What follows belongs to an exercise in optimizing a design on an open flow for small area, a short achievable clock period and few clock cycles; a production flow would make more cautious choices. No run shown here included a check of the RTL's function; only the layout flow was run. Power figures rest on the tool's default switching activity, not on a simulated workload.

File: flow/run.sh
#!/bin/bash
# synth_recipe.tcl (not shown) runs the flow's synth.tcl, then flattens the netlist and writes it again
# the make line also repeats each setting of config.mk as NAME=value (left out here)
make -C /OpenROAD-flow-scripts/flow DESIGN_CONFIG=/design/flow/config.mk WORK_HOME=/design/flow/orfs CLKGATE_MAP_FILE= SYNTH_SCRIPT=/design/flow/synth_recipe.tcl finish
File: flow/config.mk
export PLATFORM = sky130hd
export DESIGN_NAME = fft_stage_top
export DESIGN_NICKNAME = fft_stage_top
export VERILOG_FILES = /design/flow/design.v
export SDC_FILE = /design/flow/constraint.sdc
export NUM_CORES = 4
export LEC_CHECK = 0
export CAP_MARGIN = 20
export CORE_MARGIN = 2
export CORE_UTILIZATION = 30
export SLEW_MARGIN = 20
File: flow/constraint.sdc
create_clock -name core_clock -period 8.5 [get_ports {clk}]
set_input_delay 1.7000 -clock core_clock [delete_from_list [all_inputs] [get_ports {clk}]]
set_output_delay 1.7000 -clock core_clock [all_outputs]
set_load 0.01 [all_outputs]
File: flow/design.v
package fft_pkg;
	localparam int N_POINTS = 16;
	localparam int ADDR_W = 4;
	localparam int PAIR_W = 3;
	localparam int LEVEL_W = 2;
	localparam int DATA_W = 16;
	localparam int TW_FRAC = 14;
	typedef logic signed [DATA_W-1:0] sample_t;
	typedef logic [ADDR_W-1:0] addr_t;
	typedef logic [PAIR_W-1:0] pair_t;
	typedef logic [LEVEL_W-1:0] level_t;
endpackage
`timescale 1ns/1ps
module pair_sequencer
(
	input logic clk,
	input logic reset,
	input logic start,
	input fft_pkg::level_t level,
	output logic busy,
	output logic done,
	output logic rd_valid,
	output fft_pkg::addr_t rd_even_addr,
	output fft_pkg::addr_t rd_odd_addr,
	output fft_pkg::pair_t rd_tw
);
	logic run;
	fft_pkg::level_t lvl;
	fft_pkg::pair_t pair_cnt;
	fft_pkg::pair_t mask;
	logic [0:0] last_sr;
	assign mask = fft_pkg::pair_t'(3'b111 >> lvl);
	assign rd_valid = run;
	assign rd_even_addr = {1'b0, pair_cnt & mask} | ({1'b0, pair_cnt & ~mask} << 1);
	assign rd_odd_addr = rd_even_addr | (fft_pkg::addr_t'(8) >> lvl);
	assign rd_tw = pair_cnt & ~mask;
	always_ff @(posedge clk)
	begin
		if (reset)
		begin
			run <= 1'b0;
			busy <= 1'b0;
			done <= 1'b0;
			last_sr <= '0;
			pair_cnt <= '0;
		end
		else
		begin
			if (!busy && start)
			begin
				run <= 1'b1;
				busy <= 1'b1;
				pair_cnt <= '0;
			end
			else if (run)
			begin
				pair_cnt <= pair_cnt + 1'b1;
				if (pair_cnt == 3'd7) run <= 1'b0;
			end
			last_sr[0] <= run && (pair_cnt == 3'd7);
			done <= last_sr[0];
			if (done) busy <= 1'b0;
		end
	end
	always_ff @(posedge clk)
	begin
		if (!busy && start) lvl <= level;
	end
endmodule
`timescale 1ns/1ps
module sample_buffer
(
	input logic clk,
	input fft_pkg::addr_t pr_even_addr,
	input fft_pkg::addr_t pr_odd_addr,
	output logic [31:0] pr_even,
	output logic [31:0] pr_odd,
	input logic we0,
	input logic [2:0] wi0,
	input logic [31:0] wd0,
	input logic we1,
	input logic [2:0] wi1,
	input logic [31:0] wd1,
	input fft_pkg::addr_t rd_addr,
	output fft_pkg::sample_t rd_real,
	output fft_pkg::sample_t rd_imag
);
	logic [31:0] bank0 [0:7];
	logic [31:0] bank1 [0:7];
	logic even_par;
	logic [2:0] ri0, ri1;
	logic [31:0] rd0, rd1;
	assign even_par = ^pr_even_addr;
	assign ri0 = even_par ? pr_odd_addr[2:0] : pr_even_addr[2:0];
	assign ri1 = even_par ? pr_even_addr[2:0] : pr_odd_addr[2:0];
	assign rd0 = bank0[ri0];
	assign rd1 = bank1[ri1];
	assign pr_even = even_par ? rd1 : rd0;
	assign pr_odd = even_par ? rd0 : rd1;
	always_ff @(posedge clk)
	begin
		if (^rd_addr)
			{rd_real, rd_imag} <= bank1[rd_addr[2:0]];
		else
			{rd_real, rd_imag} <= bank0[rd_addr[2:0]];
	end
	always_ff @(posedge clk)
	begin
		if (we0) bank0[wi0] <= wd0;
		if (we1) bank1[wi1] <= wd1;
	end
endmodule
`timescale 1ns/1ps
module butterfly
(
	input logic clk,
	input logic reset,
	input logic rd_valid,
	input fft_pkg::addr_t rd_even_addr,
	input fft_pkg::addr_t rd_odd_addr,
	input fft_pkg::pair_t rd_tw,
	input logic [31:0] pr_even,
	input logic [31:0] pr_odd,
	output logic wr_valid,
	output logic [2:0] wi0,
	output logic [31:0] wd0,
	output logic [2:0] wi1,
	output logic [31:0] wd1
);
	logic m_valid;
	fft_pkg::pair_t m_k;
	fft_pkg::addr_t m_ea, m_oa;
	logic [31:0] m_xe;
	logic signed [16:0] m_xr, m_xi, m_ure, m_uim;
	logic signed [16:0] xr_in, xi_in, ua, ub;
	assign xr_in = {pr_odd[31], pr_odd[31:16]};
	assign xi_in = {pr_odd[15], pr_odd[15:0]};
	assign ua = xr_in + xi_in;
	assign ub = xi_in - xr_in;
	always_ff @(posedge clk)
	begin
		if (reset) m_valid <= 1'b0;
		else m_valid <= rd_valid;
	end
	always_ff @(posedge clk)
	begin
		m_k <= rd_tw;
		m_ea <= rd_even_addr;
		m_oa <= rd_odd_addr;
		m_xe <= pr_even;
		m_xr <= xr_in;
		m_xi <= xi_in;
		m_ure <= rd_tw[2] ? ub : ua;
		m_uim <= rd_tw[2] ? ua : ub;
	end
	logic w2, triv, odd;
	logic [11:0] g;
	logic k017, k345;
	assign odd = m_k[0];
	assign w2 = (m_k[1:0] == 2'b10);
	assign triv = (m_k[1:0] == 2'b00);
	assign k017 = (m_k == 3'd0) || (m_k == 3'd1) || (m_k == 3'd7);
	assign k345 = (m_k == 3'd3) || (m_k == 3'd4) || (m_k == 3'd5);
	always_comb
	begin
		if (odd) g = 12'b0111_1111_1111;
		else if (w2) g = 12'b1010_0011_0101;
		else g = 12'b0000_0010_0000;
	end
	logic [16:0] re_c, re_s, im_c, im_s;
	logic re_nc, re_ns, im_nc, im_ns, im_ne;
	assign re_c = w2 ? m_ure : (k017 ? m_xr : m_xi);
	assign re_s = w2 ? m_ure : ((m_k == 3'd1 || m_k == 3'd7) ? m_xi : m_xr);
	assign re_nc = (m_k == 3'd7);
	assign re_ns = (m_k == 3'd5);
	assign im_c = w2 ? m_uim : (k017 ? m_xi : m_xr);
	assign im_s = w2 ? m_uim : ((m_k == 3'd1 || m_k == 3'd7) ? m_xr : m_xi);
	assign im_nc = (m_k >= 3'd3);
	assign im_ns = (m_k == 3'd1) || (m_k >= 3'd5);
	assign im_ne = (m_k == 3'd6);
	logic [15:0] re_h1, re_h2, im_h1, im_h2;
	logic re_c14, im_c14;
	tw_tree u_re
	(
		.opc(re_c), .ops(re_s), .ope(m_ure), .nc(re_nc), .ns(re_ns), .ne(1'b0),
		.g(g), .h1(re_h1), .h2(re_h2), .c14(re_c14)
	);
	tw_tree u_im
	(
		.opc(im_c), .ops(im_s), .ope(m_uim), .nc(im_nc), .ns(im_ns), .ne(im_ne),
		.g(g), .h1(im_h1), .h2(im_h2), .c14(im_c14)
	);
	fft_pkg::addr_t w_ea, w_oa;
	logic [31:0] w_xe;
	logic [15:0] w_re_h1, w_re_h2, w_im_h1, w_im_h2;
	logic w_re_c14, w_im_c14;
	always_ff @(posedge clk)
	begin
		if (reset) wr_valid <= 1'b0;
		else wr_valid <= m_valid;
	end
	always_ff @(posedge clk)
	begin
		w_ea <= m_ea;
		w_oa <= m_oa;
		w_xe <= m_xe;
		w_re_h1 <= re_h1;
		w_re_h2 <= re_h2;
		w_re_c14 <= re_c14;
		w_im_h1 <= im_h1;
		w_im_h2 <= im_h2;
		w_im_c14 <= im_c14;
	end
	logic [15:0] t_re, t_im;
	logic [15:0] ye_re, ye_im, yo_re, yo_im;
	logic ea_par;
	assign t_re = w_re_h1 + w_re_h2 + {15'd0, w_re_c14};
	assign t_im = w_im_h1 + w_im_h2 + {15'd0, w_im_c14};
	assign ye_re = w_xe[31:16] + t_re;
	assign ye_im = w_xe[15:0] + t_im;
	assign yo_re = w_xe[31:16] - t_re;
	assign yo_im = w_xe[15:0] - t_im;
	assign ea_par = ^w_ea;
	assign wi0 = ea_par ? w_oa[2:0] : w_ea[2:0];
	assign wi1 = ea_par ? w_ea[2:0] : w_oa[2:0];
	assign wd0 = ea_par ? {yo_re, yo_im} : {ye_re, ye_im};
	assign wd1 = ea_par ? {ye_re, ye_im} : {yo_re, yo_im};
endmodule
module tw_tree
(
	input logic [16:0] opc, ops, ope,
	input logic nc, ns, ne,
	input logic [11:0] g,
	output logic [15:0] h1, h2,
	output logic c14
);
	wire r0_n = g[0] & (nc);
	wire [16:0] r0_w = opc ^ {17{nc}};
	wire r0_b0 = g[0] & r0_w[0];
	wire r0_b1 = g[0] & r0_w[1];
	wire r0_b2 = g[0] & r0_w[2];
	wire r0_b3 = g[0] & r0_w[3];
	wire r0_b4 = g[0] & r0_w[4];
	wire r0_b5 = g[0] & r0_w[5];
	wire r0_b6 = g[0] & r0_w[6];
	wire r0_b7 = g[0] & r0_w[7];
	wire r0_b8 = g[0] & r0_w[8];
	wire r0_b9 = g[0] & r0_w[9];
	wire r0_b10 = g[0] & r0_w[10];
	wire r0_b11 = g[0] & r0_w[11];
	wire r0_b12 = g[0] & r0_w[12];
	wire r0_b13 = g[0] & r0_w[13];
	wire r0_b14 = g[0] & r0_w[14];
	wire r0_b15 = g[0] & r0_w[15];
	wire r0_b16 = ~(g[0] & r0_w[16]);
	wire r1_n = g[1] & (nc);
	wire [16:0] r1_w = opc ^ {17{nc}};
	wire r1_b0 = g[1] & r1_w[0];
	wire r1_b1 = g[1] & r1_w[1];
	wire r1_b2 = g[1] & r1_w[2];
	wire r1_b3 = g[1] & r1_w[3];
	wire r1_b4 = g[1] & r1_w[4];
	wire r1_b5 = g[1] & r1_w[5];
	wire r1_b6 = g[1] & r1_w[6];
	wire r1_b7 = g[1] & r1_w[7];
	wire r1_b8 = g[1] & r1_w[8];
	wire r1_b9 = g[1] & r1_w[9];
	wire r1_b10 = g[1] & r1_w[10];
	wire r1_b11 = g[1] & r1_w[11];
	wire r1_b12 = g[1] & r1_w[12];
	wire r1_b13 = g[1] & r1_w[13];
	wire r1_b14 = g[1] & r1_w[14];
	wire r1_b15 = g[1] & r1_w[15];
	wire r1_b16 = ~(g[1] & r1_w[16]);
	wire r2_n = g[2] & (nc);
	wire [16:0] r2_w = opc ^ {17{nc}};
	wire r2_b0 = g[2] & r2_w[0];
	wire r2_b1 = g[2] & r2_w[1];
	wire r2_b2 = g[2] & r2_w[2];
	wire r2_b3 = g[2] & r2_w[3];
	wire r2_b4 = g[2] & r2_w[4];
	wire r2_b5 = g[2] & r2_w[5];
	wire r2_b6 = g[2] & r2_w[6];
	wire r2_b7 = g[2] & r2_w[7];
	wire r2_b8 = g[2] & r2_w[8];
	wire r2_b9 = g[2] & r2_w[9];
	wire r2_b10 = g[2] & r2_w[10];
	wire r2_b11 = g[2] & r2_w[11];
	wire r2_b12 = g[2] & r2_w[12];
	wire r2_b13 = g[2] & r2_w[13];
	wire r2_b14 = g[2] & r2_w[14];
	wire r2_b15 = g[2] & r2_w[15];
	wire r2_b16 = ~(g[2] & r2_w[16]);
	wire r3_n = g[3] & (~nc);
	wire [16:0] r3_w = opc ^ {17{~nc}};
	wire r3_b0 = g[3] & r3_w[0];
	wire r3_b1 = g[3] & r3_w[1];
	wire r3_b2 = g[3] & r3_w[2];
	wire r3_b3 = g[3] & r3_w[3];
	wire r3_b4 = g[3] & r3_w[4];
	wire r3_b5 = g[3] & r3_w[5];
	wire r3_b6 = g[3] & r3_w[6];
	wire r3_b7 = g[3] & r3_w[7];
	wire r3_b8 = g[3] & r3_w[8];
	wire r3_b9 = g[3] & r3_w[9];
	wire r3_b10 = g[3] & r3_w[10];
	wire r3_b11 = g[3] & r3_w[11];
	wire r3_b12 = g[3] & r3_w[12];
	wire r3_b13 = g[3] & r3_w[13];
	wire r3_b14 = g[3] & r3_w[14];
	wire r3_b15 = g[3] & r3_w[15];
	wire r3_b16 = ~(g[3] & r3_w[16]);
	wire r4_n = g[4] & (~nc);
	wire [16:0] r4_w = opc ^ {17{~nc}};
	wire r4_b0 = g[4] & r4_w[0];
	wire r4_b1 = g[4] & r4_w[1];
	wire r4_b2 = g[4] & r4_w[2];
	wire r4_b3 = g[4] & r4_w[3];
	wire r4_b4 = g[4] & r4_w[4];
	wire r4_b5 = g[4] & r4_w[5];
	wire r4_b6 = g[4] & r4_w[6];
	wire r4_b7 = g[4] & r4_w[7];
	wire r4_b8 = g[4] & r4_w[8];
	wire r4_b9 = g[4] & r4_w[9];
	wire r4_b10 = g[4] & r4_w[10];
	wire r4_b11 = g[4] & r4_w[11];
	wire r4_b12 = g[4] & r4_w[12];
	wire r4_b13 = g[4] & r4_w[13];
	wire r4_b14 = g[4] & r4_w[14];
	wire r4_b15 = g[4] & r4_w[15];
	wire r4_b16 = ~(g[4] & r4_w[16]);
	wire r5_n = g[5] & (nc);
	wire [16:0] r5_w = opc ^ {17{nc}};
	wire r5_b0 = g[5] & r5_w[0];
	wire r5_b1 = g[5] & r5_w[1];
	wire r5_b2 = g[5] & r5_w[2];
	wire r5_b3 = g[5] & r5_w[3];
	wire r5_b4 = g[5] & r5_w[4];
	wire r5_b5 = g[5] & r5_w[5];
	wire r5_b6 = g[5] & r5_w[6];
	wire r5_b7 = g[5] & r5_w[7];
	wire r5_b8 = g[5] & r5_w[8];
	wire r5_b9 = g[5] & r5_w[9];
	wire r5_b10 = g[5] & r5_w[10];
	wire r5_b11 = g[5] & r5_w[11];
	wire r5_b12 = g[5] & r5_w[12];
	wire r5_b13 = g[5] & r5_w[13];
	wire r5_b14 = g[5] & r5_w[14];
	wire r5_b15 = g[5] & r5_w[15];
	wire r6_n = g[6] & (~ns);
	wire [16:0] r6_w = ops ^ {17{~ns}};
	wire r6_b0 = g[6] & r6_w[0];
	wire r6_b1 = g[6] & r6_w[1];
	wire r6_b2 = g[6] & r6_w[2];
	wire r6_b3 = g[6] & r6_w[3];
	wire r6_b4 = g[6] & r6_w[4];
	wire r6_b5 = g[6] & r6_w[5];
	wire r6_b6 = g[6] & r6_w[6];
	wire r6_b7 = g[6] & r6_w[7];
	wire r6_b8 = g[6] & r6_w[8];
	wire r6_b9 = g[6] & r6_w[9];
	wire r6_b10 = g[6] & r6_w[10];
	wire r6_b11 = g[6] & r6_w[11];
	wire r6_b12 = g[6] & r6_w[12];
	wire r6_b13 = g[6] & r6_w[13];
	wire r6_b14 = g[6] & r6_w[14];
	wire r6_b15 = g[6] & r6_w[15];
	wire r6_b16 = ~(g[6] & r6_w[16]);
	wire r7_n = g[7] & (ns);
	wire [16:0] r7_w = ops ^ {17{ns}};
	wire r7_b0 = g[7] & r7_w[0];
	wire r7_b1 = g[7] & r7_w[1];
	wire r7_b2 = g[7] & r7_w[2];
	wire r7_b3 = g[7] & r7_w[3];
	wire r7_b4 = g[7] & r7_w[4];
	wire r7_b5 = g[7] & r7_w[5];
	wire r7_b6 = g[7] & r7_w[6];
	wire r7_b7 = g[7] & r7_w[7];
	wire r7_b8 = g[7] & r7_w[8];
	wire r7_b9 = g[7] & r7_w[9];
	wire r7_b10 = g[7] & r7_w[10];
	wire r7_b11 = g[7] & r7_w[11];
	wire r7_b12 = g[7] & r7_w[12];
	wire r7_b13 = g[7] & r7_w[13];
	wire r7_b14 = g[7] & r7_w[14];
	wire r7_b15 = g[7] & r7_w[15];
	wire r7_b16 = ~(g[7] & r7_w[16]);
	wire r8_n = g[8] & (ns);
	wire [16:0] r8_w = ops ^ {17{ns}};
	wire r8_b0 = g[8] & r8_w[0];
	wire r8_b1 = g[8] & r8_w[1];
	wire r8_b2 = g[8] & r8_w[2];
	wire r8_b3 = g[8] & r8_w[3];
	wire r8_b4 = g[8] & r8_w[4];
	wire r8_b5 = g[8] & r8_w[5];
	wire r8_b6 = g[8] & r8_w[6];
	wire r8_b7 = g[8] & r8_w[7];
	wire r8_b8 = g[8] & r8_w[8];
	wire r8_b9 = g[8] & r8_w[9];
	wire r8_b10 = g[8] & r8_w[10];
	wire r8_b11 = g[8] & r8_w[11];
	wire r8_b12 = g[8] & r8_w[12];
	wire r8_b13 = g[8] & r8_w[13];
	wire r8_b14 = g[8] & r8_w[14];
	wire r8_b15 = g[8] & r8_w[15];
	wire r8_b16 = ~(g[8] & r8_w[16]);
	wire r9_n = g[9] & (~ns);
	wire [16:0] r9_w = ops ^ {17{~ns}};
	wire r9_b0 = g[9] & r9_w[0];
	wire r9_b1 = g[9] & r9_w[1];
	wire r9_b2 = g[9] & r9_w[2];
	wire r9_b3 = g[9] & r9_w[3];
	wire r9_b4 = g[9] & r9_w[4];
	wire r9_b5 = g[9] & r9_w[5];
	wire r9_b6 = g[9] & r9_w[6];
	wire r9_b7 = g[9] & r9_w[7];
	wire r9_b8 = g[9] & r9_w[8];
	wire r9_b9 = g[9] & r9_w[9];
	wire r9_b10 = g[9] & r9_w[10];
	wire r9_b11 = g[9] & r9_w[11];
	wire r9_b12 = g[9] & r9_w[12];
	wire r9_b13 = g[9] & r9_w[13];
	wire r9_b14 = g[9] & r9_w[14];
	wire r9_b15 = g[9] & r9_w[15];
	wire r9_b16 = ~(g[9] & r9_w[16]);
	wire r10_n = g[10] & (ns);
	wire [16:0] r10_w = ops ^ {17{ns}};
	wire r10_b0 = g[10] & r10_w[0];
	wire r10_b1 = g[10] & r10_w[1];
	wire r10_b2 = g[10] & r10_w[2];
	wire r10_b3 = g[10] & r10_w[3];
	wire r10_b4 = g[10] & r10_w[4];
	wire r10_b5 = g[10] & r10_w[5];
	wire r10_b6 = g[10] & r10_w[6];
	wire r10_b7 = g[10] & r10_w[7];
	wire r10_b8 = g[10] & r10_w[8];
	wire r10_b9 = g[10] & r10_w[9];
	wire r10_b10 = g[10] & r10_w[10];
	wire r10_b11 = g[10] & r10_w[11];
	wire r10_b12 = g[10] & r10_w[12];
	wire r10_b13 = g[10] & r10_w[13];
	wire r10_b14 = g[10] & r10_w[14];
	wire r10_b15 = g[10] & r10_w[15];
	wire r10_b16 = ~(g[10] & r10_w[16]);
	wire r11_n = g[11] & (ne);
	wire [16:0] r11_w = ope ^ {17{ne}};
	wire r11_b0 = g[11] & r11_w[0];
	wire r11_b1 = g[11] & r11_w[1];
	wire r11_b2 = g[11] & r11_w[2];
	wire r11_b3 = g[11] & r11_w[3];
	wire r11_b4 = g[11] & r11_w[4];
	wire r11_b5 = g[11] & r11_w[5];
	wire r11_b6 = g[11] & r11_w[6];
	wire r11_b7 = g[11] & r11_w[7];
	wire r11_b8 = g[11] & r11_w[8];
	wire r11_b9 = g[11] & r11_w[9];
	wire r11_b10 = g[11] & r11_w[10];
	wire r11_b11 = g[11] & r11_w[11];
	wire r11_b12 = g[11] & r11_w[12];
	wire r11_b13 = g[11] & r11_w[13];
	wire r11_b14 = g[11] & r11_w[14];
	wire r11_b15 = g[11] & r11_w[15];
	wire r11_b16 = ~(g[11] & r11_w[16]);
	wire t1 = r0_b11 ^ r1_b6;
	wire t2 = r0_b11 & r1_b6;
	wire t3 = r0_b12 ^ r1_b7 ^ r2_b4;
	wire t4 = (r0_b12 & r1_b7) | (r0_b12 & r2_b4) | (r1_b7 & r2_b4);
	wire t5 = r3_b3 ^ r4_b2;
	wire t6 = r3_b3 & r4_b2;
	wire t7 = r0_b13 ^ r1_b8 ^ r2_b5;
	wire t8 = (r0_b13 & r1_b8) | (r0_b13 & r2_b5) | (r1_b8 & r2_b5);
	wire t9 = r3_b4 ^ r4_b3 ^ r6_b12;
	wire t10 = (r3_b4 & r4_b3) | (r3_b4 & r6_b12) | (r4_b3 & r6_b12);
	wire t11 = r7_b6 ^ r8_b2;
	wire t12 = r7_b6 & r8_b2;
	wire t13 = r0_b14 ^ r1_b9 ^ r2_b6;
	wire t14 = (r0_b14 & r1_b9) | (r0_b14 & r2_b6) | (r1_b9 & r2_b6);
	wire t15 = r3_b5 ^ r4_b4 ^ r5_b0;
	wire t16 = (r3_b5 & r4_b4) | (r3_b5 & r5_b0) | (r4_b4 & r5_b0);
	wire t17 = r5_n ^ r6_b13 ^ r7_b7;
	wire t18 = (r5_n & r6_b13) | (r5_n & r7_b7) | (r6_b13 & r7_b7);
	wire t19 = r8_b3 ^ r9_b2;
	wire t20 = r8_b3 & r9_b2;
	wire t21 = r0_b15 ^ r1_b10 ^ r2_b7;
	wire t22 = (r0_b15 & r1_b10) | (r0_b15 & r2_b7) | (r1_b10 & r2_b7);
	wire t23 = r3_b6 ^ r4_b5 ^ r5_b1;
	wire t24 = (r3_b6 & r4_b5) | (r3_b6 & r5_b1) | (r4_b5 & r5_b1);
	wire t25 = r6_b14 ^ r7_b8 ^ r8_b4;
	wire t26 = (r6_b14 & r7_b8) | (r6_b14 & r8_b4) | (r7_b8 & r8_b4);
	wire t27 = r9_b3 ^ r10_b2;
	wire t28 = r9_b3 & r10_b2;
	wire t29 = r0_b16 ^ r1_b11 ^ r2_b8;
	wire t30 = (r0_b16 & r1_b11) | (r0_b16 & r2_b8) | (r1_b11 & r2_b8);
	wire t31 = r3_b7 ^ r4_b6 ^ r5_b2;
	wire t32 = (r3_b7 & r4_b6) | (r3_b7 & r5_b2) | (r4_b6 & r5_b2);
	wire t33 = r6_b15 ^ r7_b9 ^ r8_b5;
	wire t34 = (r6_b15 & r7_b9) | (r6_b15 & r8_b5) | (r7_b9 & r8_b5);
	wire t35 = r9_b4 ^ r10_b3 ^ r11_b10;
	wire t36 = (r9_b4 & r10_b3) | (r9_b4 & r11_b10) | (r10_b3 & r11_b10);
	wire t37 = r1_b12 ^ r2_b9 ^ r3_b8;
	wire t38 = (r1_b12 & r2_b9) | (r1_b12 & r3_b8) | (r2_b9 & r3_b8);
	wire t39 = r4_b7 ^ r5_b3 ^ r6_b16;
	wire t40 = (r4_b7 & r5_b3) | (r4_b7 & r6_b16) | (r5_b3 & r6_b16);
	wire t41 = r7_b10 ^ r8_b6 ^ r9_b5;
	wire t42 = (r7_b10 & r8_b6) | (r7_b10 & r9_b5) | (r8_b6 & r9_b5);
	wire t43 = r1_b13 ^ r2_b10 ^ r3_b9;
	wire t44 = (r1_b13 & r2_b10) | (r1_b13 & r3_b9) | (r2_b10 & r3_b9);
	wire t45 = r4_b8 ^ r5_b4 ^ r7_b11;
	wire t46 = (r4_b8 & r5_b4) | (r4_b8 & r7_b11) | (r5_b4 & r7_b11);
	wire t47 = r8_b7 ^ r9_b6;
	wire t48 = r8_b7 & r9_b6;
	wire t49 = r1_b14 ^ r2_b11 ^ r3_b10;
	wire t50 = (r1_b14 & r2_b11) | (r1_b14 & r3_b10) | (r2_b11 & r3_b10);
	wire t51 = r4_b9 ^ r5_b5 ^ r7_b12;
	wire t52 = (r4_b9 & r5_b5) | (r4_b9 & r7_b12) | (r5_b5 & r7_b12);
	wire t53 = r8_b8 ^ r9_b7;
	wire t54 = r8_b8 & r9_b7;
	wire t55 = r1_b15 ^ r2_b12 ^ r3_b11;
	wire t56 = (r1_b15 & r2_b12) | (r1_b15 & r3_b11) | (r2_b12 & r3_b11);
	wire t57 = r4_b10 ^ r5_b6 ^ r7_b13;
	wire t58 = (r4_b10 & r5_b6) | (r4_b10 & r7_b13) | (r5_b6 & r7_b13);
	wire t59 = r8_b9 ^ r9_b8;
	wire t60 = r8_b9 & r9_b8;
	wire t61 = r1_b16 ^ r2_b13 ^ r3_b12;
	wire t62 = (r1_b16 & r2_b13) | (r1_b16 & r3_b12) | (r2_b13 & r3_b12);
	wire t63 = r4_b11 ^ r5_b7 ^ r7_b14;
	wire t64 = (r4_b11 & r5_b7) | (r4_b11 & r7_b14) | (r5_b7 & r7_b14);
	wire t65 = r2_b14 ^ r3_b13 ^ r4_b12;
	wire t66 = (r2_b14 & r3_b13) | (r2_b14 & r4_b12) | (r3_b13 & r4_b12);
	wire t67 = r0_b8 ^ r1_b3;
	wire t68 = r0_b8 & r1_b3;
	wire t69 = r0_b9 ^ r1_b4 ^ r2_b1;
	wire t70 = (r0_b9 & r1_b4) | (r0_b9 & r2_b1) | (r1_b4 & r2_b1);
	wire t71 = r3_b0 ^ r3_n;
	wire t72 = r3_b0 & r3_n;
	wire t73 = r0_b10 ^ r1_b5 ^ r2_b2;
	wire t74 = (r0_b10 & r1_b5) | (r0_b10 & r2_b2) | (r1_b5 & r2_b2);
	wire t75 = r3_b1 ^ r4_b0 ^ r4_n;
	wire t76 = (r3_b1 & r4_b0) | (r3_b1 & r4_n) | (r4_b0 & r4_n);
	wire t77 = r6_b9 ^ r7_b3;
	wire t78 = r6_b9 & r7_b3;
	wire t79 = t1 ^ r2_b3 ^ r3_b2;
	wire t80 = (t1 & r2_b3) | (t1 & r3_b2) | (r2_b3 & r3_b2);
	wire t81 = r4_b1 ^ r6_b10 ^ r7_b4;
	wire t82 = (r4_b1 & r6_b10) | (r4_b1 & r7_b4) | (r6_b10 & r7_b4);
	wire t83 = r8_b0 ^ r8_n ^ r11_b5;
	wire t84 = (r8_b0 & r8_n) | (r8_b0 & r11_b5) | (r8_n & r11_b5);
	wire t85 = t2 ^ t3 ^ t5;
	wire t86 = (t2 & t3) | (t2 & t5) | (t3 & t5);
	wire t87 = r6_b11 ^ r7_b5 ^ r8_b1;
	wire t88 = (r6_b11 & r7_b5) | (r6_b11 & r8_b1) | (r7_b5 & r8_b1);
	wire t89 = r9_b0 ^ r9_n ^ r11_b6;
	wire t90 = (r9_b0 & r9_n) | (r9_b0 & r11_b6) | (r9_n & r11_b6);
	wire t91 = t4 ^ t6 ^ t7;
	wire t92 = (t4 & t6) | (t4 & t7) | (t6 & t7);
	wire t93 = t9 ^ t11 ^ r9_b1;
	wire t94 = (t9 & t11) | (t9 & r9_b1) | (t11 & r9_b1);
	wire t95 = r10_b0 ^ r10_n ^ r11_b7;
	wire t96 = (r10_b0 & r10_n) | (r10_b0 & r11_b7) | (r10_n & r11_b7);
	wire t97 = t8 ^ t10 ^ t12;
	wire t98 = (t8 & t10) | (t8 & t12) | (t10 & t12);
	wire t99 = t13 ^ t15 ^ t17;
	wire t100 = (t13 & t15) | (t13 & t17) | (t15 & t17);
	wire t101 = t19 ^ r10_b1 ^ r11_b8;
	wire t102 = (t19 & r10_b1) | (t19 & r11_b8) | (r10_b1 & r11_b8);
	wire t103 = t14 ^ t16 ^ t18;
	wire t104 = (t14 & t16) | (t14 & t18) | (t16 & t18);
	wire t105 = t20 ^ t21 ^ t23;
	wire t106 = (t20 & t21) | (t20 & t23) | (t21 & t23);
	wire t107 = t25 ^ t27 ^ r11_b9;
	wire t108 = (t25 & t27) | (t25 & r11_b9) | (t27 & r11_b9);
	wire t109 = t22 ^ t24 ^ t26;
	wire t110 = (t22 & t24) | (t22 & t26) | (t24 & t26);
	wire t111 = t28 ^ t29 ^ t31;
	wire t112 = (t28 & t29) | (t28 & t31) | (t29 & t31);
	wire t113 = t33 ^ t35 ^ 1'b1;
	wire t114 = (t33 & t35) | (t33 & 1'b1) | (t35 & 1'b1);
	wire t115 = t30 ^ t32 ^ t34;
	wire t116 = (t30 & t32) | (t30 & t34) | (t32 & t34);
	wire t117 = t36 ^ t37 ^ t39;
	wire t118 = (t36 & t37) | (t36 & t39) | (t37 & t39);
	wire t119 = t41 ^ r10_b4 ^ r11_b11;
	wire t120 = (t41 & r10_b4) | (t41 & r11_b11) | (r10_b4 & r11_b11);
	wire t121 = t38 ^ t40 ^ t42;
	wire t122 = (t38 & t40) | (t38 & t42) | (t40 & t42);
	wire t123 = t43 ^ t45 ^ t47;
	wire t124 = (t43 & t45) | (t43 & t47) | (t45 & t47);
	wire t125 = r10_b5 ^ r11_b12 ^ 1'b1;
	wire t126 = (r10_b5 & r11_b12) | (r10_b5 & 1'b1) | (r11_b12 & 1'b1);
	wire t127 = t44 ^ t46 ^ t48;
	wire t128 = (t44 & t46) | (t44 & t48) | (t46 & t48);
	wire t129 = t49 ^ t51 ^ t53;
	wire t130 = (t49 & t51) | (t49 & t53) | (t51 & t53);
	wire t131 = r10_b6 ^ r11_b13 ^ 1'b1;
	wire t132 = (r10_b6 & r11_b13) | (r10_b6 & 1'b1) | (r11_b13 & 1'b1);
	wire t133 = t50 ^ t52 ^ t54;
	wire t134 = (t50 & t52) | (t50 & t54) | (t52 & t54);
	wire t135 = t55 ^ t57 ^ t59;
	wire t136 = (t55 & t57) | (t55 & t59) | (t57 & t59);
	wire t137 = r10_b7 ^ r11_b14 ^ 1'b1;
	wire t138 = (r10_b7 & r11_b14) | (r10_b7 & 1'b1) | (r11_b14 & 1'b1);
	wire t139 = t56 ^ t58 ^ t60;
	wire t140 = (t56 & t58) | (t56 & t60) | (t58 & t60);
	wire t141 = t61 ^ t63 ^ r8_b10;
	wire t142 = (t61 & t63) | (t61 & r8_b10) | (t63 & r8_b10);
	wire t143 = r9_b9 ^ r10_b8 ^ r11_b15;
	wire t144 = (r9_b9 & r10_b8) | (r9_b9 & r11_b15) | (r10_b8 & r11_b15);
	wire t145 = t62 ^ t64 ^ t65;
	wire t146 = (t62 & t64) | (t62 & t65) | (t64 & t65);
	wire t147 = r5_b8 ^ r7_b15 ^ r8_b11;
	wire t148 = (r5_b8 & r7_b15) | (r5_b8 & r8_b11) | (r7_b15 & r8_b11);
	wire t149 = r9_b10 ^ r10_b9 ^ r11_b16;
	wire t150 = (r9_b10 & r10_b9) | (r9_b10 & r11_b16) | (r10_b9 & r11_b16);
	wire t151 = t66 ^ r2_b15 ^ r3_b14;
	wire t152 = (t66 & r2_b15) | (t66 & r3_b14) | (r2_b15 & r3_b14);
	wire t153 = r4_b13 ^ r5_b9 ^ r7_b16;
	wire t154 = (r4_b13 & r5_b9) | (r4_b13 & r7_b16) | (r5_b9 & r7_b16);
	wire t155 = r8_b12 ^ r9_b11 ^ r10_b10;
	wire t156 = (r8_b12 & r9_b11) | (r8_b12 & r10_b10) | (r9_b11 & r10_b10);
	wire t157 = r2_b16 ^ r3_b15 ^ r4_b14;
	wire t158 = (r2_b16 & r3_b15) | (r2_b16 & r4_b14) | (r3_b15 & r4_b14);
	wire t159 = r5_b10 ^ r8_b13 ^ r9_b12;
	wire t160 = (r5_b10 & r8_b13) | (r5_b10 & r9_b12) | (r8_b13 & r9_b12);
	wire t161 = r3_b16 ^ r4_b15 ^ r5_b11;
	wire t162 = (r3_b16 & r4_b15) | (r3_b16 & r5_b11) | (r4_b15 & r5_b11);
	wire t163 = r0_b6 ^ r1_b1;
	wire t164 = r0_b6 & r1_b1;
	wire t165 = r0_b7 ^ r1_b2 ^ r6_b6;
	wire t166 = (r0_b7 & r1_b2) | (r0_b7 & r6_b6) | (r1_b2 & r6_b6);
	wire t167 = r7_b0 ^ r7_n;
	wire t168 = r7_b0 & r7_n;
	wire t169 = t67 ^ r2_b0 ^ r2_n;
	wire t170 = (t67 & r2_b0) | (t67 & r2_n) | (r2_b0 & r2_n);
	wire t171 = r6_b7 ^ r7_b1 ^ r11_b2;
	wire t172 = (r6_b7 & r7_b1) | (r6_b7 & r11_b2) | (r7_b1 & r11_b2);
	wire t173 = t68 ^ t69 ^ t71;
	wire t174 = (t68 & t69) | (t68 & t71) | (t69 & t71);
	wire t175 = r6_b8 ^ r7_b2 ^ r11_b3;
	wire t176 = (r6_b8 & r7_b2) | (r6_b8 & r11_b3) | (r7_b2 & r11_b3);
	wire t177 = t70 ^ t72 ^ t73;
	wire t178 = (t70 & t72) | (t70 & t73) | (t72 & t73);
	wire t179 = t75 ^ t77 ^ r11_b4;
	wire t180 = (t75 & t77) | (t75 & r11_b4) | (t77 & r11_b4);
	wire t181 = t74 ^ t76 ^ t78;
	wire t182 = (t74 & t76) | (t74 & t78) | (t76 & t78);
	wire t183 = t79 ^ t81 ^ t83;
	wire t184 = (t79 & t81) | (t79 & t83) | (t81 & t83);
	wire t185 = t80 ^ t82 ^ t84;
	wire t186 = (t80 & t82) | (t80 & t84) | (t82 & t84);
	wire t187 = t85 ^ t87 ^ t89;
	wire t188 = (t85 & t87) | (t85 & t89) | (t87 & t89);
	wire t189 = t86 ^ t88 ^ t90;
	wire t190 = (t86 & t88) | (t86 & t90) | (t88 & t90);
	wire t191 = t91 ^ t93 ^ t95;
	wire t192 = (t91 & t93) | (t91 & t95) | (t93 & t95);
	wire t193 = t92 ^ t94 ^ t96;
	wire t194 = (t92 & t94) | (t92 & t96) | (t94 & t96);
	wire t195 = t97 ^ t99 ^ t101;
	wire t196 = (t97 & t99) | (t97 & t101) | (t99 & t101);
	wire t197 = t98 ^ t100 ^ t102;
	wire t198 = (t98 & t100) | (t98 & t102) | (t100 & t102);
	wire t199 = t103 ^ t105 ^ t107;
	wire t200 = (t103 & t105) | (t103 & t107) | (t105 & t107);
	wire t201 = t104 ^ t106 ^ t108;
	wire t202 = (t104 & t106) | (t104 & t108) | (t106 & t108);
	wire t203 = t109 ^ t111 ^ t113;
	wire t204 = (t109 & t111) | (t109 & t113) | (t111 & t113);
	wire t205 = t110 ^ t112 ^ t114;
	wire t206 = (t110 & t112) | (t110 & t114) | (t112 & t114);
	wire t207 = t115 ^ t117 ^ t119;
	wire t208 = (t115 & t117) | (t115 & t119) | (t117 & t119);
	wire t209 = t116 ^ t118 ^ t120;
	wire t210 = (t116 & t118) | (t116 & t120) | (t118 & t120);
	wire t211 = t121 ^ t123 ^ t125;
	wire t212 = (t121 & t123) | (t121 & t125) | (t123 & t125);
	wire t213 = t122 ^ t124 ^ t126;
	wire t214 = (t122 & t124) | (t122 & t126) | (t124 & t126);
	wire t215 = t127 ^ t129 ^ t131;
	wire t216 = (t127 & t129) | (t127 & t131) | (t129 & t131);
	wire t217 = t128 ^ t130 ^ t132;
	wire t218 = (t128 & t130) | (t128 & t132) | (t130 & t132);
	wire t219 = t133 ^ t135 ^ t137;
	wire t220 = (t133 & t135) | (t133 & t137) | (t135 & t137);
	wire t221 = t134 ^ t136 ^ t138;
	wire t222 = (t134 & t136) | (t134 & t138) | (t136 & t138);
	wire t223 = t139 ^ t141 ^ t143;
	wire t224 = (t139 & t141) | (t139 & t143) | (t141 & t143);
	wire t225 = t140 ^ t142 ^ t144;
	wire t226 = (t140 & t142) | (t140 & t144) | (t142 & t144);
	wire t227 = t145 ^ t147 ^ t149;
	wire t228 = (t145 & t147) | (t145 & t149) | (t147 & t149);
	wire t229 = t146 ^ t148 ^ t150;
	wire t230 = (t146 & t148) | (t146 & t150) | (t148 & t150);
	wire t231 = t151 ^ t153 ^ t155;
	wire t232 = (t151 & t153) | (t151 & t155) | (t153 & t155);
	wire t233 = t152 ^ t154 ^ t156;
	wire t234 = (t152 & t154) | (t152 & t156) | (t154 & t156);
	wire t235 = t157 ^ t159 ^ r10_b11;
	wire t236 = (t157 & t159) | (t157 & r10_b11) | (t159 & r10_b11);
	wire t237 = t158 ^ t160 ^ t161;
	wire t238 = (t158 & t160) | (t158 & t161) | (t160 & t161);
	wire t239 = r8_b14 ^ r9_b13 ^ r10_b12;
	wire t240 = (r8_b14 & r9_b13) | (r8_b14 & r10_b12) | (r9_b13 & r10_b12);
	wire t241 = t162 ^ r4_b16 ^ r5_b12;
	wire t242 = (t162 & r4_b16) | (t162 & r5_b12) | (r4_b16 & r5_b12);
	wire t243 = r8_b15 ^ r9_b14 ^ r10_b13;
	wire t244 = (r8_b15 & r9_b14) | (r8_b15 & r10_b13) | (r9_b14 & r10_b13);
	wire t245 = r5_b13 ^ r8_b16 ^ r9_b15;
	wire t246 = (r5_b13 & r8_b16) | (r5_b13 & r9_b15) | (r8_b16 & r9_b15);
	wire t247 = r0_b5 ^ r1_b0;
	wire t248 = r0_b5 & r1_b0;
	wire t249 = t163 ^ r6_b5 ^ r11_b0;
	wire t250 = (t163 & r6_b5) | (t163 & r11_b0) | (r6_b5 & r11_b0);
	wire t251 = t164 ^ t165 ^ t167;
	wire t252 = (t164 & t165) | (t164 & t167) | (t165 & t167);
	wire t253 = t166 ^ t168 ^ t169;
	wire t254 = (t166 & t168) | (t166 & t169) | (t168 & t169);
	wire t255 = t170 ^ t172 ^ t173;
	wire t256 = (t170 & t172) | (t170 & t173) | (t172 & t173);
	wire t257 = t174 ^ t176 ^ t177;
	wire t258 = (t174 & t176) | (t174 & t177) | (t176 & t177);
	wire t259 = t178 ^ t180 ^ t181;
	wire t260 = (t178 & t180) | (t178 & t181) | (t180 & t181);
	wire t261 = t182 ^ t184 ^ t185;
	wire t262 = (t182 & t184) | (t182 & t185) | (t184 & t185);
	wire t263 = t186 ^ t188 ^ t189;
	wire t264 = (t186 & t188) | (t186 & t189) | (t188 & t189);
	wire t265 = t190 ^ t192 ^ t193;
	wire t266 = (t190 & t192) | (t190 & t193) | (t192 & t193);
	wire t267 = t194 ^ t196 ^ t197;
	wire t268 = (t194 & t196) | (t194 & t197) | (t196 & t197);
	wire t269 = t198 ^ t200 ^ t201;
	wire t270 = (t198 & t200) | (t198 & t201) | (t200 & t201);
	wire t271 = t202 ^ t204 ^ t205;
	wire t272 = (t202 & t204) | (t202 & t205) | (t204 & t205);
	wire t273 = t206 ^ t208 ^ t209;
	wire t274 = (t206 & t208) | (t206 & t209) | (t208 & t209);
	wire t275 = t210 ^ t212 ^ t213;
	wire t276 = (t210 & t212) | (t210 & t213) | (t212 & t213);
	wire t277 = t214 ^ t216 ^ t217;
	wire t278 = (t214 & t216) | (t214 & t217) | (t216 & t217);
	wire t279 = t218 ^ t220 ^ t221;
	wire t280 = (t218 & t220) | (t218 & t221) | (t220 & t221);
	wire t281 = t222 ^ t224 ^ t225;
	wire t282 = (t222 & t224) | (t222 & t225) | (t224 & t225);
	wire t283 = t226 ^ t228 ^ t229;
	wire t284 = (t226 & t228) | (t226 & t229) | (t228 & t229);
	wire t285 = t230 ^ t232 ^ t233;
	wire t286 = (t230 & t232) | (t230 & t233) | (t232 & t233);
	wire t287 = t234 ^ t236 ^ t237;
	wire t288 = (t234 & t236) | (t234 & t237) | (t236 & t237);
	wire t289 = t238 ^ t240 ^ t241;
	wire t290 = (t238 & t240) | (t238 & t241) | (t240 & t241);
	wire t291 = t242 ^ t244 ^ t245;
	wire t292 = (t242 & t244) | (t242 & t245) | (t244 & t245);
	wire t293 = t246 ^ r5_b14 ^ r9_b16;
	wire t294 = (t246 & r5_b14) | (t246 & r9_b16) | (r5_b14 & r9_b16);
	wire t295 = r0_b1 ^ r6_b0;
	wire t296 = r0_b1 & r6_b0;
	wire t297 = r0_b2 ^ r6_b1;
	wire t298 = r0_b2 & r6_b1;
	wire t299 = r0_b3 ^ r6_b2;
	wire t300 = r0_b3 & r6_b2;
	wire t301 = r0_b4 ^ r6_b3;
	wire t302 = r0_b4 & r6_b3;
	wire t303 = t247 ^ r1_n ^ r6_b4;
	wire t304 = (t247 & r1_n) | (t247 & r6_b4) | (r1_n & r6_b4);
	wire t305 = t248 ^ t249 ^ r11_n;
	wire t306 = (t248 & t249) | (t248 & r11_n) | (t249 & r11_n);
	wire t307 = t250 ^ t251 ^ r11_b1;
	wire t308 = (t250 & t251) | (t250 & r11_b1) | (t251 & r11_b1);
	wire t309 = t252 ^ t253 ^ t171;
	wire t310 = (t252 & t253) | (t252 & t171) | (t253 & t171);
	wire t311 = t254 ^ t255 ^ t175;
	wire t312 = (t254 & t255) | (t254 & t175) | (t255 & t175);
	wire t313 = t256 ^ t257 ^ t179;
	wire t314 = (t256 & t257) | (t256 & t179) | (t257 & t179);
	wire t315 = t258 ^ t259 ^ t183;
	wire t316 = (t258 & t259) | (t258 & t183) | (t259 & t183);
	wire t317 = t260 ^ t261 ^ t187;
	wire t318 = (t260 & t261) | (t260 & t187) | (t261 & t187);
	wire t319 = t262 ^ t263 ^ t191;
	wire t320 = (t262 & t263) | (t262 & t191) | (t263 & t191);
	wire t321 = t264 ^ t265 ^ t195;
	wire t322 = (t264 & t265) | (t264 & t195) | (t265 & t195);
	wire t323 = t266 ^ t267 ^ t199;
	wire t324 = (t266 & t267) | (t266 & t199) | (t267 & t199);
	wire t325 = t268 ^ t269 ^ t203;
	wire t326 = (t268 & t269) | (t268 & t203) | (t269 & t203);
	wire t327 = t270 ^ t271 ^ t207;
	wire t328 = (t270 & t271) | (t270 & t207) | (t271 & t207);
	wire t329 = t272 ^ t273 ^ t211;
	wire t330 = (t272 & t273) | (t272 & t211) | (t273 & t211);
	wire t331 = t274 ^ t275 ^ t215;
	wire t332 = (t274 & t275) | (t274 & t215) | (t275 & t215);
	wire t333 = t276 ^ t277 ^ t219;
	wire t334 = (t276 & t277) | (t276 & t219) | (t277 & t219);
	wire t335 = t278 ^ t279 ^ t223;
	wire t336 = (t278 & t279) | (t278 & t223) | (t279 & t223);
	wire t337 = t280 ^ t281 ^ t227;
	wire t338 = (t280 & t281) | (t280 & t227) | (t281 & t227);
	wire t339 = t282 ^ t283 ^ t231;
	wire t340 = (t282 & t283) | (t282 & t231) | (t283 & t231);
	wire t341 = t284 ^ t285 ^ t235;
	wire t342 = (t284 & t285) | (t284 & t235) | (t285 & t235);
	wire t343 = t286 ^ t287 ^ t239;
	wire t344 = (t286 & t287) | (t286 & t239) | (t287 & t239);
	wire t345 = t288 ^ t289 ^ t243;
	wire t346 = (t288 & t289) | (t288 & t243) | (t289 & t243);
	wire t347 = t290 ^ t291 ^ r10_b14;
	wire t348 = (t290 & t291) | (t290 & r10_b14) | (t291 & r10_b14);
	wire t349 = t292 ^ t293 ^ r10_b15;
	wire t350 = (t292 & t293) | (t292 & r10_b15) | (t293 & r10_b15);
	wire t351 = t294 ^ r5_b15 ^ r10_b16;
	wire t352 = (t294 & r5_b15) | (t294 & r10_b16) | (r5_b15 & r10_b16);
	wire [29:0] v1 = {t350, t348, t346, t344, t342, t340, t338, t336, t334, t332, t330, t328, t326, t324, t322, t320, t318, t316, t314, t312, t310, t308, t306, t304, t302, t300, t298, t296, t295, r0_b0};
	wire [29:0] v2 = {t351, t349, t347, t345, t343, t341, t339, t337, t335, t333, t331, t329, t327, t325, t323, t321, t319, t317, t315, t313, t311, t309, t307, t305, t303, t301, t299, t297, r6_n, r0_n};
	wire [14:0] lo = {1'b0, v1[13:0]} + {1'b0, v2[13:0]};
	assign c14 = lo[14];
	assign h1 = v1[29:14];
	assign h2 = v2[29:14];
endmodule
`timescale 1ns/1ps
module fft_stage_top
(
	input logic clk,
	input logic reset,
	input logic start,
	input fft_pkg::level_t level,
	input logic load_en,
	input fft_pkg::addr_t load_addr,
	input fft_pkg::sample_t load_real,
	input fft_pkg::sample_t load_imag,
	input fft_pkg::addr_t rd_addr,
	output logic busy,
	output logic done,
	output fft_pkg::sample_t rd_real,
	output fft_pkg::sample_t rd_imag
);
	logic rd_valid;
	fft_pkg::addr_t rd_even_addr, rd_odd_addr;
	fft_pkg::pair_t rd_tw;
	logic [31:0] pr_even, pr_odd;
	logic bf_we;
	logic [2:0] bf_wi0, bf_wi1;
	logic [31:0] bf_wd0, bf_wd1;
	logic we0, we1;
	logic [2:0] wi0, wi1;
	logic [31:0] wd0, wd1;
	logic load_par;
	pair_sequencer u_seq
	(
		.clk(clk), .reset(reset), .start(start), .level(level),
		.busy(busy), .done(done), .rd_valid(rd_valid),
		.rd_even_addr(rd_even_addr), .rd_odd_addr(rd_odd_addr), .rd_tw(rd_tw)
	);
	butterfly u_bfly
	(
		.clk(clk), .reset(reset), .rd_valid(rd_valid),
		.rd_even_addr(rd_even_addr), .rd_odd_addr(rd_odd_addr), .rd_tw(rd_tw),
		.pr_even(pr_even), .pr_odd(pr_odd),
		.wr_valid(bf_we), .wi0(bf_wi0), .wd0(bf_wd0), .wi1(bf_wi1), .wd1(bf_wd1)
	);
	assign load_par = ^load_addr;
	assign we0 = bf_we || (load_en && !load_par);
	assign we1 = bf_we || (load_en && load_par);
	assign wi0 = bf_we ? bf_wi0 : load_addr[2:0];
	assign wi1 = bf_we ? bf_wi1 : load_addr[2:0];
	assign wd0 = bf_we ? bf_wd0 : {load_real, load_imag};
	assign wd1 = bf_we ? bf_wd1 : {load_real, load_imag};
	sample_buffer u_buf
	(
		.clk(clk),
		.pr_even_addr(rd_even_addr), .pr_odd_addr(rd_odd_addr),
		.pr_even(pr_even), .pr_odd(pr_odd),
		.we0(we0), .wi0(wi0), .wd0(wd0), .we1(we1), .wi1(wi1), .wd1(wd1),
		.rd_addr(rd_addr), .rd_real(rd_real), .rd_imag(rd_imag)
	);
endmodule
==> summary.md, run 1 <==
| Metric | Value |
|---|---|
| Status | timing/DRC/antenna clean |
| CTS Root Cell | clkbuf_16 |
| Final WL | ~140000 microns |
| Crit path kind | flip-flop to flip-flop |
| NumNets Final | between 4000 and 5000 |
| CP endpoint kind | flip-flop |
| Number of synthesized flops with an enable pin | 514 |
| Post-route ant nets | 0 |
| Final core occ | between 30% and 40% |
| Core Area | 162000 sq um |
| Largest net degree at the start of global routing | 95 |
| Worst reg2reg startpoint | u_bfly.m_k[0]$_DFF_P_ |
| Syn_area_per_cell | 12.5 sq um |
| Skew-Pair Late Insertion Delay | around 700 ps |
| WP data required | around 9100 ps |
| Switching Share | 40.6% |
| Setup repair bufs after CTS | 0 |
| Clock-pin transition on the worst setup and hold timing paths | ~70 ps |
| Clock share of power | a little under a quarter |
| CTS tree | yes |
| Count of final setup violators | 0 |
| I/O pin total | 80 |
| CP Launch Point | u_bfly.m_k[0]$_DFF_P_ |
| Setup TNS | 0 ps |
| Total power | roughly 16000 uW |
| Area leader, netlist | edfxtp_1 |
| Worst Hold Class | flip-flop to flip-flop |
| Pwr/cell area | just under 300 nW/um^2 |
| Diode count | 0 |
| # rows | 148 |
| Die width | around 410 microns |
| Yosys top cell area share | around a third |
| Area grow syn2layout | 12.2% |
| Post-DR wirelength/cell | 22.7 microns |
| Die height | a little over 400 microns |
| Seq cells post-synth | about 770 |
| Worst-Margin Slew | approximately 1200 ps |
| Max clock buf depth | 3 |
| Async SR Flop Fraction | 0% |
| Logic pwr share | 47.1% |
| Post-Synthesis Cells | between 3000 and 4000 |
| Internal power | 9430 uW |
| Fin crit period | roughly 6200 ps |
| Final Cycle Share | between 70% and 80% |
| Cts bufs inserted | just over 80 |
| Worst hold start | u_bfly.m_xe[5]$_DFF_P_ |
| Via density | slightly above 5 |
| H-tree depth | 3 |
| Resize count post-CTS | 0 |
| HPWL Detailed | around 100000 microns |
| Die ar. | 166000 sq um |
| Placer Congestion | ~0.93 |
| Residual DRC count | 0 |
| Skew final | between 40 and 50 ps |
| Max Cap Violations | 0 |
| Dpl ws | 2310 ps |
| Gr ovfl total | 0 |
| Initial antenna violation count | 3 |
| # hold bufs at CTS | 0 |
| Hold Vio Cnt, Final | 0 |
| RSZ-0062 raised after global routing | no |
| VDD IR max | 0.000197 V |
| Vias in the first global route | 32192 |
| Port Buf Inserts | 79 |
| Hold WS | 308 ps |
| Sw Pwr | roughly 6400 uW |
| Netlist cell types | between 80 and 90 |
| Worst-path maximum fanout | between 90 and 100 |
| Cell Area, Synth | 49000 sq um |
| Top-count cell post-synth | edfxtp_1 |
| Drt pass-1 iters | 6 |
| Synth Net Count | around 4500 |
| Yosys Warn Count | 3 |
| CP Data Arrival Time | 6850 ps |
| Initial core utilization | between 30% and 40% |
| Register area share after synthesis | 41.8% |
| Leakage power | between 0.02 and 0.025 uW |
| Synth cell count leaders | 514 x edfxtp_1, 447 x inv_1, 307 x fa_1 |
| Vias | ~32000 |
| Achievable frequency | around 0.16 GHz |
| First-pass GRT wire length | around 210000 microns |
| Slew Limit Fails | 0 |
| CP startpoint kind | flip-flop |
| Final worst slack | 2260 ps |
| Ratio of cells with drive above 1 in the final layout | between 10% and 20% |
| Main flop type after synthesis | edfxtp_1 |
| GRT Total Usage | roughly 17% |
| Main area contributors after synthesis | edfxtp_1 32%, mux4_2 13%, fa_1 13% |
| Sequential Power Share | between 30% and 40% |
| Slew headroom | roughly 22% |
| CTS sink count | between 700 and 800 |
| Iter 0 DRT Violations | roughly 3500 |
worst max-delay path: stages (launching register included):
cell       delay, ps
dfxtp_4          790
buf_4            800
o21bai_1         160
a21oi_1          730
and2_1           250
fa_1             440
fa_1             500
fa_1             430
inv_1             80
fa_1             440
fa_1             510
inv_1             40
ha_1             310
nand4_1           80
a2111oi_0        370
or3_1            160
power by group through the flow:
stage	sequential (uW)	clock [uW]	combinational (uW)
4_1_cts	4790	3680	7440
5_1_grt	4830	3820	8280
2_1_floorplan	4730	0	5410
6_report	4800	3600	7480
3_3_place_gp	4860	0	7350
3_5_place_dp	4870	0	7360
flip-flops by register name (all words and copies together) (netlist names), 4 cells and up:
register        flops
u_bfly.m_xe        32
u_bfly.m_xr        16
u_bfly.w_re_h2     16
u_buf.rd_real      16
u_bfly.w_ea         4
u_buf.rd_imag      16
u_bfly.w_im_h1     16
u_bfly.m_ure       17
u_bfly.w_xe        32
u_bfly.w_re_h1     16
u_bfly.m_xi        16
u_buf.bank0       256
u_bfly.w_im_h2     16
u_buf.bank1       256
u_bfly.m_uim       16
cell families (layout without fill, tap and decap cells):
kind of cell / count (synthesis) / count (layout) / share of synthesized area [%]
flops: 766 / 766 / 41.8
buf+inv: 647 / 738 / 5.26
xor+xnor: 164 / 164 / 3.04
simple gates: 760 / 760 / 7.12
mux: 494 / 494 / 17.6
compound gates: 585 / 585 / 7.40
fa+ha+maj: 511 / 511 / 17.8
path summary, 6_finish.rpt:
kind,end,slack (ps),depth (start not counted)
worst max-delay path,u_bfly.w_re_c14$_DFF_P_,2260,15
worst min-delay path,u_bfly.w_xe[5]$_DFF_P_,310,0
worst max register to register,u_bfly.w_re_c14$_DFF_P_,2260,15
worst min register to register,u_bfly.w_xe[5]$_DFF_P_,310,0
area by class of cell:
type,instances,area (sq um)
Clock buffer,118,2340
Inverter,449,1690
Sequential cell,766,20500
Fill cell,15923,107000
Multi-Input combinational cell,2514,26000
Timing Repair Buffer,135,1250
Tap cell,2175,2720
Clock inverter,36,403
cell usage in the layout, fill, tap and decap left out, drive strengths merged, types with 15 or more instances in the layout:
master	netlist	routed
edfxtp	514	514
inv	448	451
fa	307	307
mux4	288	288
nor2	287	287
dfxtp	252	252
a21oi	219	219
nand2	212	212
ha	201	201
mux2i	176	176
o21ai	127	127
clkbuf	107	119
xnor2	113	113
clkdlybuf4s50	0	76
buf	91	58
xor2	51	51
nand2b	50	50
and2	47	47
a21o	43	43
nor2b	34	34
a31oi	33	33
nor3	31	31
mux2	30	30
and3	26	26
o21bai	23	23
clkinv	1	22
or2	21	21
nand3	17	17
o21a	16	16
a22oi	15	15
a211oi	15	15
per-layer routing:
| metal | part of all wire (%) | vias to the layer above | wire length (microns) | GRT usage, % |
|---|---|---|---|---|
| met5 | 0 | - | 0 | 0 |
| met4 | 3.1 | 0 | 4320 | 5.40 |
| met3 | 7.2 | 213 | 10100 | 2.05 |
| met2 | 47 | 1245 | 66600 | 27.4 |
| met1 | 42 | 16141 | 59500 | 22.9 |
| li1 | - | 14010 | - | - |
stage by stage:
stage	instance area, sq um	std cells
6_report	54900	6193
4_1_cts	54900	6193
5_1_grt	54900	6193
3_3_place_gp	52200	6038
3_5_place_dp	52200	6039
2_1_floorplan	49000	3927
==> run 2: changes to the inputs <==
--- a/flow/config.mk
+++ b/flow/config.mk
@@ -7,5 +7,6 @@
 export LEC_CHECK = 0
 export CAP_MARGIN = 20
 export CORE_MARGIN = 2
-export CORE_UTILIZATION = 30
+export CORE_UTILIZATION = 50
+export SETUP_SLACK_MARGIN = 4.5
 export SLEW_MARGIN = 20
==> summary.md, run 2 <==
| Metric | Value |
|---|---|
| Vias | 34219 (was 31609) |
| H-tree depth | 3 (unchanged) |
| Worst-Margin Slew | 1070 ps (was 1160 ps) |
| Clock-pin transition on the worst setup and hold timing paths | 70 ps (about the same) |
| Post-route ant nets | 0 (unchanged) |
| Largest net degree at the start of global routing | 90 (was 95) |
| Leakage power | 0.0239 uW (was 0.0212 uW) |
| I/O pin total | 80 (unchanged) |
| Yosys top cell area share | 31.5% (unchanged) |
| Vias in the first global route | 34285 (was 32192) |
| Cts bufs inserted | 82 (unchanged) |
| Synth cell count leaders | 514 x edfxtp_1, 447 x inv_1, 307 x fa_1 (unchanged) |
| Final core occ | 64.1% (was 33.8%) |
| HPWL Detailed | 99400 microns (was 102000 microns) |
| Max clock buf depth | 3 (unchanged) |
| CP startpoint kind | flip-flop (unchanged) |
| # rows | 114 (was 148) |
| CTS Root Cell | clkbuf_16 (unchanged) |
| First-pass GRT wire length | 224000 microns (was 209000 microns) |
| Post-Synthesis Cells | 3927 (unchanged) |
| Die height | 317 microns (was 408 microns) |
| WP data required | 9010 ps (was 9110 ps) |
| Async SR Flop Fraction | 0% (unchanged) |
| CTS sink count | 766 (unchanged) |
| Synth Net Count | 4481 (unchanged) |
| Met1 WL | 60900 microns (was 59500 microns) |
| GRT Total Usage | 30.8% (was 16.7%) |
| Slew Limit Fails | 0 (unchanged) |
| Initial core utilization | 50.5% (was 30.1%) |
| Drt pass-1 iters | 6 (unchanged) |
| CP Data Arrival Time | 5340 ps (was 6850 ps) |
| Via density | 6.09 (was 5.10) |
| Fillers | 7140 (was 15923) |
| Ratio of cells with drive above 1 in the final layout | 35.8% (was 14.2%) |
| Final WL | 154000 microns (was 141000 microns) |
| Number of synthesized flops with an enable pin | 514 (unchanged) |
| Pwr/cell area | 324 nW/um^2 (was 289 nW/um^2) |
| Die width | 317 microns (was 408 microns) |
| Gr ovfl total | 0 (unchanged) |
| Top Layer Used | met4 (unchanged) |
| Slew headroom | 28.7% (was 22.1%) |
| Main area contributors after synthesis | edfxtp_1 32%, mux4_2 13%, fa_1 13% (unchanged) |
| Fin crit period | 4830 ps (was 6240 ps) |
| Area grow syn2layout | 26.8% (was 12.2%) |
| VDD IR max | 0.000356 V (was 0.000197 V) |
| Top-count cell post-synth | edfxtp_1 (unchanged) |
| RSZ-0062 raised after global routing | yes (was no) |
| Crit path kind | flip-flop to flip-flop (unchanged) |
| Netlist cell types | 82 (unchanged) |
| Hold Vio Cnt, Final | 0 (unchanged) |
| Commonest non-fill, non-tap cell in the layout | edfxtp_1 (unchanged) |
| CTS tree | yes (unchanged) |
| Placed inst area | 51300 sq um (was 52200 sq um) |
| Yosys Warn Count | 3 (unchanged) |
| Max Cap Violations | 0 (unchanged) |
| Main flop type after synthesis | edfxtp_1 (unchanged) |
| Largest registers | u_buf.bank0: 256 flops, u_buf.bank1: 256 flops (unchanged) |
| Worst Hold Class | flip-flop to flip-flop (unchanged) |
| Area leader, netlist | edfxtp_1 (unchanged) |
| Routed wl met3 | 13300 microns (was 10100 microns) |
| Design Area, Final | 62100 sq um (was 54900 sq um) |
| # hold bufs at CTS | 0 (unchanged) |
| Skew final | 41.0 ps (was 42.4 ps) |
| Syn_area_per_cell | 12.5 sq um (unchanged) |
| CP endpoint kind | flip-flop (unchanged) |
| Seq cells post-synth | 766 (unchanged) |
| Iter 0 DRT Violations | 3603 (was 3503) |
| Initial antenna violation count | 2 (was 3) |
| Final Cycle Share | 56.8% (was 73.4%) |
| Port Buf Inserts | 79 (unchanged) |
| Die ar. | 100000 sq um (was 166000 sq um) |
| Skew-Pair Late Insertion Delay | 670 ps (was 680 ps) |
| Status | timing/DRC/antenna clean (unchanged) |
| Achievable frequency | 0.207 GHz (was 0.160 GHz) |
| Residual DRC count | 0 (unchanged) |
| Register area share after synthesis | 41.8% (unchanged) |
| Core Area | 96900 sq um (was 162000 sq um) |
| Placer Congestion | 0.932 (was 0.934) |
| Met2 WL | 73600 microns (was 66600 microns) |
| Most frequent cells in the layout | 514 x edfxtp_1, 383 x inv_1, 282 x mux4_2, 254 x nor2_1, 241 x dfxtp_1 (was 514 x edfxtp_1, 446 x inv_1, 307 x fa_1, 284 x nor2_1, 281 x mux4_2) |
| Count of final setup violators | 0 (unchanged) |
| NumNets Final | 4831 (was 4502) |
| Cell Area, Synth | 49000 sq um (unchanged) |
| Setup TNS | 0 ps (unchanged) |
| Worst-path maximum fanout | 7 (was 94) |
| Post-DR wirelength/cell | 27.5 microns (was 22.7 microns) |
run 2: cell types whose count changed in the layout (fill, tap and decap cells not counted), sizes merged, moves of 2 or more:
cell | previous run | this run
buf | 58 | 377
clkbuf | 119 | 114
clkinv | 22 | 26
bufbuf | 0 | 9
clkinvlp | 9 | 7
bufinv | 3 | 5
run 2: repair_timing:
| action | in CTS | in global routing |
|---|---|---|
| cloned | 19 | 0 |
| buffers inserted | 213 | 103 |
| hold endpoints to repair | 0 | 0 |
| gates resized for setup | 646 | 387 |
| pin swaps | 172 | 231 |
| setup endpoints to repair | 776 | 695 |
run 2: worst paths after layout:
path | from | endpoint | slack [ps] | cells after the start
hold / removal | u_bfly.m_xe[31]$_DFF_P_ | u_bfly.w_xe[31]$_DFF_P_ | 310 | 0
hold reg to reg | u_bfly.m_xe[31]$_DFF_P_ | u_bfly.w_xe[31]$_DFF_P_ | 310 | 0
setup / recovery | u_bfly.m_k[2]$_DFF_P_ | u_bfly.w_im_c14$_DFF_P_ | 3670 | 17
setup reg to reg | u_bfly.m_k[2]$_DFF_P_ | u_bfly.w_im_c14$_DFF_P_ | 3670 | 17
run 2: through the flow:
stage                     hold slack (ps)  cells  worst slack (ps)  total power, uW
after floorplan                       310   3927              3790            10300
after global placement                310   5134              2410            12300
after detailed placement              312   5134              2240            12300
after CTS                             300   5519              3710            18100
after global routing                  302   5622              3500            21100
final                                 313   5623              3670            20100
run 2: critical path, stage by stage (launching register included):
cell      delay [ps]
dfxtp_4          450
buf_6            150
buf_16           140
mux2_4           310
a21o_1           180
a21oi_4          200
and2_4           180
fa_1             430
fa_2             350
inv_2             60
fa_1             420
fa_1             460
fa_1             490
inv_1             40
ha_2             160
or3_1            360
a221oi_2         180
a31oi_1          120
run 2: power by group:
group          switching [uW]  internal, uW
Combinational            6500          5140
Clock                    1540          2110
Sequential                317          4500
run 2: kinds of logic after synthesis:
| kind of cell | count (synthesis) | share of synthesized area [%] |
|---|---|---|
| flip-flops | 766 | 41.8 |
| AND/OR/NAND/NOR | 760 | 7.12 |
| buffers and inverters | 647 | 5.26 |
| AO/OA/AOI/OAI | 585 | 7.40 |
| adder cells (fa/ha/maj) | 511 | 17.8 |
| multiplexers | 494 | 17.6 |
| XOR/XNOR | 164 | 3.04 |
run 2: metal layers:
layer / global-route usage (%) / vias up
li1: - / 14704
met1: 42.2 / 17469
met2: 49.8 / 1726
met3: 4.98 / 320
met4: 11.7 / 0
met5: 0 / -
run 2: cell type report:
cell class | instances | area [sq um] | share of cell area (%)
Inverter | 449 | 1720 | 2.78
Timing Repair Buffer | 463 | 5120 | 8.25
Clock buffer | 113 | 2340 | 3.78
Antenna cell | 1 | 2.50 | 0.00403
Sequential cell | 766 | 20500 | 33.0
Clock inverter | 40 | 425 | 0.685
Tap cell | 1276 | 1600 | 2.57
Multi-Input combinational cell | 2515 | 30400 | 48.9

[static timing again, ports no longer ideal]
The results above use ideal ports. As a check the final layouts listed here were re-extracted and re-timed, cells and wires unchanged. Step 1 assumes that a clkbuf_16 drives the clock port and a buf_2 every other input. Step 2 adds t to the input delays and takes it off the output delays; t is the mean of the earliest and latest rising clock arrival at the registers after step 1. Input paths then give back, and output paths get back, about the clock's delay inside the block. Slacks: ideal / step 1 / step 2; pairs: ideal / step 1.
run | t (ns) | setup WS [ns] | hold WS [ns]
run 1 | 0.734 | 2.260 / 2.260 / 2.260 | 0.308 / 0.308 / 0.308
run 2 | 0.720 | 3.673 / 3.673 / 3.673 | 0.313 / 0.313 / 0.313
After both steps setup and hold are still met in every run listed.
